This design comes from an exercise in tuning for small area, a short achievable clock period and few clock cycles per item on the open sky130 flow, not from production work.
In this exercise RTL edits were held to simulation tests only and were not proved equivalent to the original.

==> flow/design.v <==
package saturn_isa_pkg;
    localparam int MAX_OPCODE_NIBS = 21;     
    localparam int DECODE_NIBS     = 5;      
    typedef logic [3:0] nibble_t;
    typedef logic [4:0] op_len_t;
    typedef logic [4*MAX_OPCODE_NIBS-1:0] opcode_t;     
    typedef logic [3:0] field_t;
    typedef logic [63:0] field_data_t;
    typedef enum logic [3:0]
    {
        GRP_0     = 4'h0,    
        GRP_1     = 4'h1,    
        GRP_LC    = 4'h3,    
        GRP_8     = 4'h8,    
        GRP_FIXED = 4'hF     
    } op_group_e;
endpackage
package mem_bus_pkg;
    localparam int NIBS_PER_WORD = 4;
    typedef logic [19:0] bus_addr_t;
    typedef logic [15:0] bus_word_t;
    typedef logic [1:0] word_offset_t;      
    typedef enum logic [2:0]
    {
        ST_FLUSH,            
        ST_FETCH_WORD,       
        ST_CHECK_SIZE,       
        ST_IDLE,             
        ST_READ,             
        ST_READ_CHECK        
    } seq_state_e;
endpackage
`timescale 1ns/1ps
module opcode_size_decoder (
    input  saturn_isa_pkg::nibble_t [saturn_isa_pkg::DECODE_NIBS-1:0] head_i,
    input  saturn_isa_pkg::op_len_t                                    nibble_count_i,
    output saturn_isa_pkg::op_len_t                                    length_o
);
    saturn_isa_pkg::op_group_e group;
    saturn_isa_pkg::nibble_t   op0;
    saturn_isa_pkg::nibble_t   op1;
    saturn_isa_pkg::nibble_t   op2;
    saturn_isa_pkg::nibble_t   op3;
    saturn_isa_pkg::nibble_t   op4;
    saturn_isa_pkg::op_len_t   len_fixed;
    saturn_isa_pkg::op_len_t   len_1;
    saturn_isa_pkg::op_len_t   len_8_short;     
    saturn_isa_pkg::op_len_t   len_8_full;
    assign op0 = head_i[0];
    assign op1 = head_i[1];
    assign op2 = head_i[2];
    assign op3 = head_i[3];
    assign op4 = head_i[4];
    always_comb
    begin
        case (op0)
            4'h0:    group = saturn_isa_pkg::GRP_0;
            4'h1:    group = saturn_isa_pkg::GRP_1;
            4'h3:    group = saturn_isa_pkg::GRP_LC;
            4'h8:    group = saturn_isa_pkg::GRP_8;
            default: group = saturn_isa_pkg::GRP_FIXED;
        endcase
    end
    always_comb
    begin
        case (op0)
            4'h4, 4'h5, 4'hA, 4'hB: len_fixed = 5'd3;
            4'h6, 4'h7:             len_fixed = 5'd4;      
            4'h9:                   len_fixed = 5'd5;      
            default:                len_fixed = 5'd2;      
        endcase
    end
    always_comb
    begin
        case (op1)
            4'h5, 4'h9, 4'hD: len_1 = 5'd4;
            4'hA, 4'hE:       len_1 = 5'd6;
            4'hB, 4'hF:       len_1 = 5'd7;
            default:          len_1 = 5'd3;
        endcase
    end
    always_comb
    begin
        case (op1)
            4'h2, 4'h4, 4'h5:                         len_8_short = 5'd3;
            4'h3, 4'h6, 4'h7, 4'h8, 4'h9, 4'hA, 4'hB: len_8_short = 5'd5;
            4'hC, 4'hE:                               len_8_short = 5'd6;   
            4'hD, 4'hF:                               len_8_short = 5'd7;   
            default:                                  len_8_short = 5'd5;   
        endcase
    end
    always_comb
    begin
        len_8_full = len_8_short;
        if (op1 == 4'h0)
        begin
            case (op2)
                4'h8:
                begin
                    case (op3)
                        4'h0, 4'hF:             len_8_full = 5'd4;
                        4'h2:                   len_8_full = 5'd6 + {1'b0, op4};     
                        4'h6, 4'h7, 4'hA, 4'hB: len_8_full = 5'd7;
                        default:                len_8_full = 5'd5;
                    endcase
                end
                4'hC, 4'hD, 4'hF: len_8_full = 5'd4;
                default:          len_8_full = 5'd3;
            endcase
        end
        else if (op1 == 4'h1)
        begin
            case (op2)
                4'h8, 4'hA: len_8_full = 5'd6;
                4'h9:       len_8_full = 5'd5;
                4'hB:       len_8_full = 5'd4;
                default:    len_8_full = 5'd3;
            endcase
        end
    end
    always_comb
    begin
        length_o = 5'd5;     
        if (nibble_count_i >= 5'd2)
        begin
            case (group)
                saturn_isa_pkg::GRP_0:   length_o = (op1 == 4'hE) ? 5'd4 : 5'd2;
                saturn_isa_pkg::GRP_1:   length_o = len_1;
                saturn_isa_pkg::GRP_LC:  length_o = 5'd3 + {1'b0, op1};
                saturn_isa_pkg::GRP_8:   length_o = (nibble_count_i >= 5'd4) ? len_8_full : len_8_short;
                default: length_o = len_fixed;
            endcase
        end
    end
endmodule
`timescale 1ns/1ps
module prefetch_queue #(
    parameter int QUEUE_NIBS = 24
) (
    input  logic                         clk_in,
    input  logic                         arst_n_i,
    input  logic                         clear_i,
    input  mem_bus_pkg::bus_addr_t       start_addr_i,
    input  logic                         load_i,
    input  mem_bus_pkg::bus_word_t       word_i,
    input  mem_bus_pkg::word_offset_t    offset_i,
    input  logic                         pop_i,
    output logic                         have_opcode_o,
    output saturn_isa_pkg::opcode_t      opcode_o,
    output saturn_isa_pkg::op_len_t      length_o,
    output mem_bus_pkg::bus_addr_t       opcode_addr_o,
    output logic                         ready_o
);
    saturn_isa_pkg::nibble_t [QUEUE_NIBS-1:0] q_nibs;        
    saturn_isa_pkg::nibble_t [QUEUE_NIBS-1:0] load_nibs;
    saturn_isa_pkg::op_len_t                  q_count;
    saturn_isa_pkg::op_len_t                  load_count;    
    saturn_isa_pkg::op_len_t                  head_len;
    mem_bus_pkg::bus_addr_t                head_addr;     
    saturn_isa_pkg::opcode_t                  head_opcode;
    opcode_size_decoder u_size_dec (
        .head_i         (q_nibs[saturn_isa_pkg::DECODE_NIBS-1:0]),
        .nibble_count_i (q_count),
        .length_o       (head_len)
    );
    assign have_opcode_o = (q_count >= 5'd2) && (head_len <= q_count);
    assign load_count    = 5'(mem_bus_pkg::NIBS_PER_WORD) - {3'b000, offset_i};
    always_comb
    begin
        load_nibs = q_nibs;
        for (int i = 0; i < mem_bus_pkg::NIBS_PER_WORD; i++)
        begin
            if (i >= offset_i)
                load_nibs[q_count + i - offset_i] = word_i[4*i +: 4];
        end
    end
    always_comb
    begin
        head_opcode = '0;
        for (int i = 0; i < saturn_isa_pkg::MAX_OPCODE_NIBS; i++)
        begin
            if (i < head_len)
                head_opcode[4*i +: 4] = q_nibs[i];    
        end
    end
    always_ff @(posedge clk_in or negedge arst_n_i)
    begin
        if (!arst_n_i)
        begin
            q_count <= '0;
            ready_o <= 1'b0;
        end
        else
        begin
            ready_o <= pop_i;
            if (clear_i)
                q_count <= '0;
            else if (load_i)
                q_count <= q_count + load_count;
            else if (pop_i)
                q_count <= q_count - head_len;
        end
    end
    always_ff @(posedge clk_in)
    begin
        if (clear_i)
        begin
            q_nibs    <= '0;
            head_addr <= start_addr_i;
        end
        else if (load_i)
            q_nibs <= load_nibs;
        else if (pop_i)
        begin
            q_nibs        <= q_nibs >> {head_len, 2'b00};
            head_addr     <= head_addr + {15'd0, head_len};
            opcode_o      <= head_opcode;
            length_o      <= head_len;
            opcode_addr_o <= head_addr;
        end
    end
endmodule
`timescale 1ns/1ps
module field_read_assembler (
    input  logic                          clk_in,
    input  logic                          arst_n_i,
    input  logic                          start_i,
    input  saturn_isa_pkg::field_t        field_left_i,
    input  saturn_isa_pkg::field_t        field_right_i,
    input  logic                          load_i,
    input  mem_bus_pkg::bus_word_t        word_i,
    input  mem_bus_pkg::word_offset_t     offset_i,
    output logic                          complete_o,
    output saturn_isa_pkg::field_data_t   data_o,
    output logic                          ready_o
);
    localparam int FIELD_NIBS = 16;
    saturn_isa_pkg::nibble_t [FIELD_NIBS-1:0] gather_q;      
    saturn_isa_pkg::nibble_t [FIELD_NIBS-1:0] gather_d;
    saturn_isa_pkg::op_len_t                  count_q;
    saturn_isa_pkg::op_len_t                  need_q;        
    saturn_isa_pkg::field_t                   right_q;
    logic                     busy_q;
    saturn_isa_pkg::field_data_t              low_mask;
    saturn_isa_pkg::field_data_t              aligned;
    assign complete_o = busy_q && (count_q >= need_q);
    assign low_mask   = ~({64{1'b1}} << {need_q, 2'b00});
    assign aligned    = (gather_q & low_mask) << {right_q, 2'b00};
    always_comb
    begin
        gather_d = gather_q;
        for (int i = 0; i < mem_bus_pkg::NIBS_PER_WORD; i++)
        begin
            if ((i >= offset_i) && ((count_q + i - offset_i) < FIELD_NIBS))
                gather_d[count_q + i - offset_i] = word_i[4*i +: 4];
        end
    end
    always_ff @(posedge clk_in or negedge arst_n_i)
    begin
        if (!arst_n_i)
        begin
            busy_q  <= 1'b0;
            count_q <= '0;
            ready_o <= 1'b0;
        end
        else
        begin
            ready_o <= complete_o;
            if (start_i)
            begin
                busy_q  <= 1'b1;
                count_q <= '0;
            end
            else if (complete_o)
                busy_q <= 1'b0;
            else if (load_i)
                count_q <= count_q + (5'(mem_bus_pkg::NIBS_PER_WORD) - {3'b000, offset_i});
        end
    end
    always_ff @(posedge clk_in)
    begin
        if (start_i)
        begin
            right_q <= field_right_i;
            need_q  <= {1'b0, field_left_i} - {1'b0, field_right_i} + 5'd1;
        end
        if (load_i)
            gather_q <= gather_d;
        if (complete_o)
            data_o <= aligned;       
    end
endmodule
`timescale 1ns/1ps
module bus_sequencer (
    input  logic                      clk_in,
    input  logic                      arst_n_i,
    input  mem_bus_pkg::bus_addr_t    ibus_addr_i,
    input  logic                      ibus_flush_i,
    input  logic                      ibus_fetch_i,
    input  logic                      data_read_i,
    input  mem_bus_pkg::bus_addr_t    data_addr_i,
    input  logic                      have_opcode_i,
    input  logic                      read_complete_i,
    output mem_bus_pkg::bus_addr_t    bus_addr_o,
    output logic                      bus_rd_n_o,
    output logic                      q_clear_o,
    output mem_bus_pkg::bus_addr_t    q_start_addr_o,
    output logic                      q_load_o,
    output logic                      q_pop_o,
    output logic                      rd_start_o,
    output logic                      rd_load_o
);
    mem_bus_pkg::seq_state_e state_q;
    mem_bus_pkg::seq_state_e state_d;
    mem_bus_pkg::bus_addr_t  fetch_addr_q;    
    mem_bus_pkg::bus_addr_t  read_addr_q;
    logic       settle_q;        
    logic       data_phase;
    function automatic [19:0] next_word(input [19:0] addr);
        next_word = {addr[19:2], 2'b00} + 20'(mem_bus_pkg::NIBS_PER_WORD);
    endfunction
    assign data_phase     = (state_q == mem_bus_pkg::ST_READ) || (state_q == mem_bus_pkg::ST_READ_CHECK);
    assign bus_addr_o     = data_phase ? read_addr_q : fetch_addr_q;
    assign bus_rd_n_o     = !((state_q == mem_bus_pkg::ST_FETCH_WORD) || (state_q == mem_bus_pkg::ST_READ));
    assign q_clear_o      = (state_q == mem_bus_pkg::ST_FLUSH);
    assign q_start_addr_o = ibus_addr_i;
    assign q_load_o       = (state_q == mem_bus_pkg::ST_FETCH_WORD);
    assign q_pop_o        = (state_q == mem_bus_pkg::ST_CHECK_SIZE) && have_opcode_i;
    assign rd_start_o     = (state_q == mem_bus_pkg::ST_IDLE) && !ibus_flush_i && data_read_i && !settle_q;
    assign rd_load_o      = (state_q == mem_bus_pkg::ST_READ);
    always_comb
    begin
        state_d = state_q;
        case (state_q)
            mem_bus_pkg::ST_FLUSH:      state_d = mem_bus_pkg::ST_FETCH_WORD;
            mem_bus_pkg::ST_FETCH_WORD: state_d = mem_bus_pkg::ST_CHECK_SIZE;
            mem_bus_pkg::ST_CHECK_SIZE: state_d = have_opcode_i ? mem_bus_pkg::ST_IDLE : mem_bus_pkg::ST_FETCH_WORD;
            mem_bus_pkg::ST_IDLE:
            begin
                if (ibus_flush_i)
                    state_d = mem_bus_pkg::ST_FLUSH;
                else if (rd_start_o)
                    state_d = mem_bus_pkg::ST_READ;
                else if (ibus_fetch_i && !settle_q)
                    state_d = mem_bus_pkg::ST_CHECK_SIZE;
            end
            mem_bus_pkg::ST_READ:       state_d = mem_bus_pkg::ST_READ_CHECK;
            mem_bus_pkg::ST_READ_CHECK: state_d = read_complete_i ? mem_bus_pkg::ST_IDLE : mem_bus_pkg::ST_READ;
            default:       state_d = mem_bus_pkg::ST_FLUSH;
        endcase
    end
    always_ff @(posedge clk_in or negedge arst_n_i)
    begin
        if (!arst_n_i)
        begin
            state_q      <= mem_bus_pkg::ST_FLUSH;      
            settle_q     <= 1'b0;
            fetch_addr_q <= '0;
            read_addr_q  <= '0;
        end
        else
        begin
            state_q  <= state_d;
            settle_q <= q_pop_o || ((state_q == mem_bus_pkg::ST_READ_CHECK) && read_complete_i);
            if (q_clear_o)
                fetch_addr_q <= ibus_addr_i;
            else if (q_load_o)
                fetch_addr_q <= next_word(fetch_addr_q);
            if (rd_start_o)
                read_addr_q <= data_addr_i;
            else if (rd_load_o)
                read_addr_q <= next_word(read_addr_q);
        end
    end
endmodule
`timescale 1ns/1ps
module saturn_bus_ctrl #(
    parameter int QUEUE_NIBS = 24        
) (
    input  logic                          clk_in,
    input  logic                          arst_n_i,
    input  mem_bus_pkg::bus_word_t        bus_data_i,
    output mem_bus_pkg::bus_addr_t        bus_addr_o,
    output logic                          bus_rd_n_o,
    input  mem_bus_pkg::bus_addr_t        ibus_addr_i,       
    input  logic                          ibus_flush_i,
    input  logic                          ibus_fetch_i,
    output saturn_isa_pkg::opcode_t       ibus_opcode_o,
    output saturn_isa_pkg::op_len_t       ibus_length_o,
    output mem_bus_pkg::bus_addr_t        ibus_opcode_addr_o,
    output logic                          ibus_ready_o,
    input  mem_bus_pkg::bus_addr_t        data_addr_i,
    input  saturn_isa_pkg::field_t        data_field_left_i,
    input  saturn_isa_pkg::field_t        data_field_right_i,
    input  logic                          data_read_i,
    output saturn_isa_pkg::field_data_t   data_o,
    output logic                          data_read_ready_o
);
    logic      q_clear;
    mem_bus_pkg::bus_addr_t q_start_addr;
    logic      q_load;
    logic      q_pop;
    logic      have_opcode;
    logic      rd_start;
    logic      rd_load;
    logic      read_complete;
    bus_sequencer u_seq (
        .clk_in          (clk_in),
        .arst_n_i        (arst_n_i),
        .ibus_addr_i     (ibus_addr_i),
        .ibus_flush_i    (ibus_flush_i),
        .ibus_fetch_i    (ibus_fetch_i),
        .data_read_i     (data_read_i),
        .data_addr_i     (data_addr_i),
        .have_opcode_i   (have_opcode),
        .read_complete_i (read_complete),
        .bus_addr_o      (bus_addr_o),
        .bus_rd_n_o      (bus_rd_n_o),
        .q_clear_o       (q_clear),
        .q_start_addr_o  (q_start_addr),
        .q_load_o        (q_load),
        .q_pop_o         (q_pop),
        .rd_start_o      (rd_start),
        .rd_load_o       (rd_load)
    );
    prefetch_queue #(
        .QUEUE_NIBS (QUEUE_NIBS)
    ) u_queue (
        .clk_in        (clk_in),
        .arst_n_i      (arst_n_i),
        .clear_i       (q_clear),
        .start_addr_i  (q_start_addr),
        .load_i        (q_load),
        .word_i        (bus_data_i),
        .offset_i      (bus_addr_o[1:0]),
        .pop_i         (q_pop),
        .have_opcode_o (have_opcode),
        .opcode_o      (ibus_opcode_o),
        .length_o      (ibus_length_o),
        .opcode_addr_o (ibus_opcode_addr_o),
        .ready_o       (ibus_ready_o)
    );
    field_read_assembler u_field (
        .clk_in        (clk_in),
        .arst_n_i      (arst_n_i),
        .start_i       (rd_start),
        .field_left_i  (data_field_left_i),
        .field_right_i (data_field_right_i),
        .load_i        (rd_load),
        .word_i        (bus_data_i),
        .offset_i      (bus_addr_o[1:0]),
        .complete_o    (read_complete),
        .data_o        (data_o),
        .ready_o       (data_read_ready_o)
    );
endmodule
==> flow/config.mk <==
export PLATFORM = sky130hd
export DESIGN_NAME = saturn_bus_ctrl
export DESIGN_NICKNAME = saturn_bus_ctrl
export VERILOG_FILES = /design/flow/design.v
export SDC_FILE = /design/flow/constraint.sdc
export NUM_CORES = 4
export LEC_CHECK = 0
export CAP_MARGIN = 20
export CORE_MARGIN = 2
export CORE_UTILIZATION = 40
export SLEW_MARGIN = 20
==> flow/run.sh <==
#!/bin/bash
# synth_recipe.tcl (not shown) runs the flow's synth.tcl, then flattens the netlist and writes it again
# the make line also repeats each setting of config.mk as NAME=value (left out here)
make -C /OpenROAD-flow-scripts/flow DESIGN_CONFIG=/design/flow/config.mk WORK_HOME=/design/flow/orfs CLKGATE_MAP_FILE= SYNTH_SCRIPT=/design/flow/synth_recipe.tcl finish
==> flow/constraint.sdc <==
create_clock -name core_clock -period 6.0 [get_ports {clk_in}]
set_input_delay 1.2000 -clock core_clock [delete_from_list [all_inputs] [get_ports {clk_in}]]
set_output_delay 1.2000 -clock core_clock [all_outputs]
set_load 0.01 [all_outputs]
==> summary.txt <==
STA
  • Setup violators final: 0
  • Max-slew violation count: 0
  • Period utilization: between 90% and 100%
  • Final setup skew: 0.0387 ns
  • Final hold viol count: 0
  • Max Clk Rate: ~180 MHz
  • Final min period: between 5 and 6 ns
  • Slew HR: about 22%
  • RSZ-0062 raised after global routing: yes
  • Setup_tns: 0 ns
  • Tightest Pin Transition: 1.17 ns
  • WHS: 0.460 ns

Finish
  • Util after Layout: approximately 47%
  • Area of the multi-input gates: between 20000 and 25000 µm²
  • Area grow syn2layout: 16.6%
  • Nets: roughly 4600
  • Fill cells: slightly below 9000
  • Post-route insts no fill: about 5600
  • Register Area: 11400 µm²
  • Proportion of layout cells with a drive suffix above 1: under 10%
  • Final instance area: slightly above 40000 µm²

Clocking
  • Clk pin slew, worst setup/hold paths: 0.06 ns
  • CTS Hold Buffers Added: 0
  • Num CTS Buffers: 51
  • Bufs on Longest Clock Path: 3
  • CTS H-tree lvls: 2
  • CTS tree: built
  • Later-pin clock latency in the skew report: ~0.65 ns
  • Clock Tree Root: clkbuf_16
  • Clock tree sinks: 422

Drt
  • Wire per inst: 27.8 µm
  • DR vias/cell: about 6.4
  • Antenna Nets Post-Route: 0
  • Vias: ~36000
  • DR iter-0 viols: ~4700
  • WL final: around 160000 µm
  • DRC: 0
  • Drt pass-1 iters: 6

Job
  • Max Cap Viol: 0

Placed design
  • Port Buffers: about 260
  • Placer congestion estimate: approximately 1.1
  • Half-perimeter wire length after placement: about 110000 µm
  • Placed cell areas: around 40000 µm²
  • Post-Place Cells: around 5500

Synth
  • Gate Count Post-Synth: between 4000 and 5000
  • Yosys top cell area share: between 20% and 30%
  • Synthesized net count: ~4400
  • Post-Syn Area: 35500 µm²
  • Synth Warn #: 4
  • Seq cells post-synth: approximately 420
  • Area contributors post-synth: edfxtp_1, mux2i_1, dfxtp_1
  • Yosys top cell by area: edfxtp_1
  • Mean post-synth cell area: between 8 and 9 µm²
  • Ys async rst share: between 10% and 20%
  • EDFF count, synth: 266
  • Post-synth cell types: 122
  • Top FF cell, synth: edfxtp_1
  • Post-synthesis sequential area ratio: approximately 32%

Worst setup path
  • R2R cell count: 21
  • Worst Setup SP: u_queue.q_nibs[5]
  • Slowest cell on the critical path: or4b_1
  • R2R Path Start: u_queue.q_nibs[5]
  • Setup CP Type: reg -> reg
  • Reg-to-reg endpoint: u_queue.u_size_dec.len_8_short[1]
  • Crit-path max cell delay: between 0.6 and 0.7 ns
  • CP Buf/Inv Count: 5
  • Crit. End Element: flip-flop
  • CP cell instances: inv_1 -> ha_1 -> or3b_1 -> o311ai_1 -> o211a_1 -> and3_1 -> inv_6 -> ha_1 -> nand2b_1 -> a31oi_1 -> o21ai_0 -> buf_4 -> nand4b_1 -> or2_2 -> inv_1 -> buf_4 -> o31ai_1 -> or4b_1 -> a22o_1 -> nand2_1 -> o32ai_1
  • Required time worst endpoint: approximately 6.5 ns
  • Worst EP arrival: 6.19 ns
  • Critical Path Start Type: flip-flop
  • FF-to-FF setup slack: roughly 0.30 ns
  • CP top delay family: simple AND/OR/NAND/NOR gates
  • CP max FO: 9

Floorplan
  • Site Rows: between 100 and 150
  • Total core area: between 80000 and 90000 µm²
  • Initial Util: about two fifths
  • Ports: between 200 and 300
  • Die H: ~300 µm
  • Die area: 91100 µm²
  • Width of the chip: a little over 300 µm

Min path
  • Startpoint of the worst hold path: u_queue.head_addr[2]
  • Hold path cells: 0
  • WHS Endpoint: u_queue.opcode_addr_o[2]
  • Hold crit path type: reg -> reg

Global routing
  • Global-route wire length before repair: roughly 230000 µm
  • Overall Global Routing Usage: about 33%
  • Grt ovf: 0
  • Largest net degree at the start of global routing: between 80 and 90
  • Number of global-route vias before repair: around 33000
  • Initial antenna violation count: 9

Status
  • Status: no timing/DRC/antenna violations
==> sequential cells by signal (all words and copies together), names as in the netlist <==
signal	cells
u_field.data_o	64
u_queue.length_o	5
u_field.ready_o	1
u_seq.state_q	3
u_seq.settle_q	1
u_queue.opcode_o	84
u_field.need_q	5
u_queue.u_size_dec.len_8_short	3
u_queue.head_addr	20
u_queue.ready_o	1
u_field.gather_q	64
u_queue.opcode_addr_o	20
u_seq.fetch_addr_q	20
u_queue.q_count	5
u_seq.read_addr_q	20
u_queue.q_nibs	96
u_field.count_q	5
u_field.busy_q	1
u_field.right_q	4
==> how the worst max path moves through the flow <==
stage	endpoint	cells past startpoint
6_report	u_queue.u_size_dec.len_8_short[1]	21
5_1_grt	u_field.gather_q[14]	23
4_1_cts	u_field.gather_q[12]	20
3_5_place_dp	u_field.gather_q[12]	23
3_3_place_gp	u_field.gather_q[13]	23
2_1_floorplan	u_queue.length_o[0]	20
==> per-stage QoR <==
| stage | setup slack (ns) |
|---|---|
| 2_1_floorplan | 0.00928 |
| 3_3_place_gp | 0.265 |
| 3_5_place_dp | 0.0916 |
| 4_1_cts | 0.0684 |
| 5_1_grt | -0.0396 |
| 6_report | 0.298 |
==> cell usage after synthesis (17+ instances only) <==
master and instances:
nand3_1 77, o22ai_1 83, a221o_1 33, xnor2_1 56, a21o_1 30, a31oi_1 59, mux2_2 53, edfxtp_1 266
nand2b_1 40, a21oi_1 290, and3_1 55, xor2_1 41, nor3_1 105, a221oi_1 31, dfrtp_1 57, a211o_1 17
a22o_1 24, nor2b_1 60, a22oi_1 44, nand4_1 35, buf_1 31, nor2_1 410, dfxtp_1 99, ha_1 103
nor4_1 18, buf_2 43, or2_2 21, o211ai_1 85, and2_1 97, a211oi_1 111, inv_1 102, clkbuf_1 205
or3_1 23, mux2i_1 350, nand2_1 476, o21ai_0 228, o31ai_1 27, o221ai_1 29
==> worst reg2reg max path, delay by kind of cell (launching register included) <==
kind,cells,cell delay (ns)
AOI/OAI and AO/OA,7,1.38
adders and majority gates,2,0.69
buffers and inverters,5,1.06
DFF,1,0.42
and+or+nand+nor,7,2.02
==> final cells by class <==
class                      count  area share [%]
sequential                   422            27.5
inverter                     109            1.02
clock inverter                32           0.828
timing repair buffer         428            9.51
tap                         1165            3.52
clock buffer                  63            3.19
multi-input combinational   3384            54.4
antenna                        6          0.0363
==> per-layer routing <==
metal | up-vias | track usage (%) | part of all wire, %
met5 | - | 0 | 0.033
met4 | 10 | 16.0 | 5.9
met3 | 512 | 8.37 | 12
met2 | 2351 | 48.4 | 41
met1 | 17100 | 45.4 | 41
li1 | 16100 | - | -
==> kinds of logic after synthesis <==
| kind of cell | share of synthesized area, % |
|---|---|
| AOI/OAI and AO/OA | 23.4 |
| xor gates and xnor gates | 2.69 |
| adders and majority gates | 4.20 |
| buffers and inverters | 4.85 |
| DFF | 32.1 |
| muxes | 11.6 |
| and+or+nand+nor | 21.2 |
==> what timing repair did <==
item	in CTS	in global routing
resized for setup	0	14
buffers inserted	0	2
endpoints found under the setup margin	0	69
==> cell usage in the layout, fill, tap and decap left out, types with 56 or more instances in the layout <==
cell type,instances
edfxtp_1,266
nor2b_1,60
o22ai_1,83
o21ai_0,228
o211ai_1,85
nand3_1,77
xnor2_1,56
nor2_1,405
dfrtp_1,57
mux2i_1,350
clkdlybuf4s50_1,259
ha_1,103
nand2_1,475
and2_1,96
dfxtp_1,99
inv_1,98
a31oi_1,59
a211oi_1,111
nor3_1,100
buf_4,157
a21oi_1,289
Testbench counts, summed over its fixed seeds: cycles 73,013, requests 12,000.

[what the ideal ports hide]
Ports are ideal in the flow. The routed layout listed here was re-timed in OpenROAD. Step 1 sets driving cells, clkbuf_16 on the clock port and buf_2 on the other inputs (assumed; they add their load-dependent delay and slew). Step 2 times the ports against the registers' clock, not the clock port: input delays grow and output delays shrink by t, the midpoint of the rising clock arrivals with the driver on. Three values: ideal ports, drivers, drivers and shift; two values: the first two.
t (ns): 0.700
slack for setup (ns): 0.298 / 0.298 / 0.298
worst slew at a driven data input, ns: 0.11
After both steps setup and hold are still met in this run. The setup slack of this run moves by 0.000 ns with the drivers and by 0.000 ns with both steps.
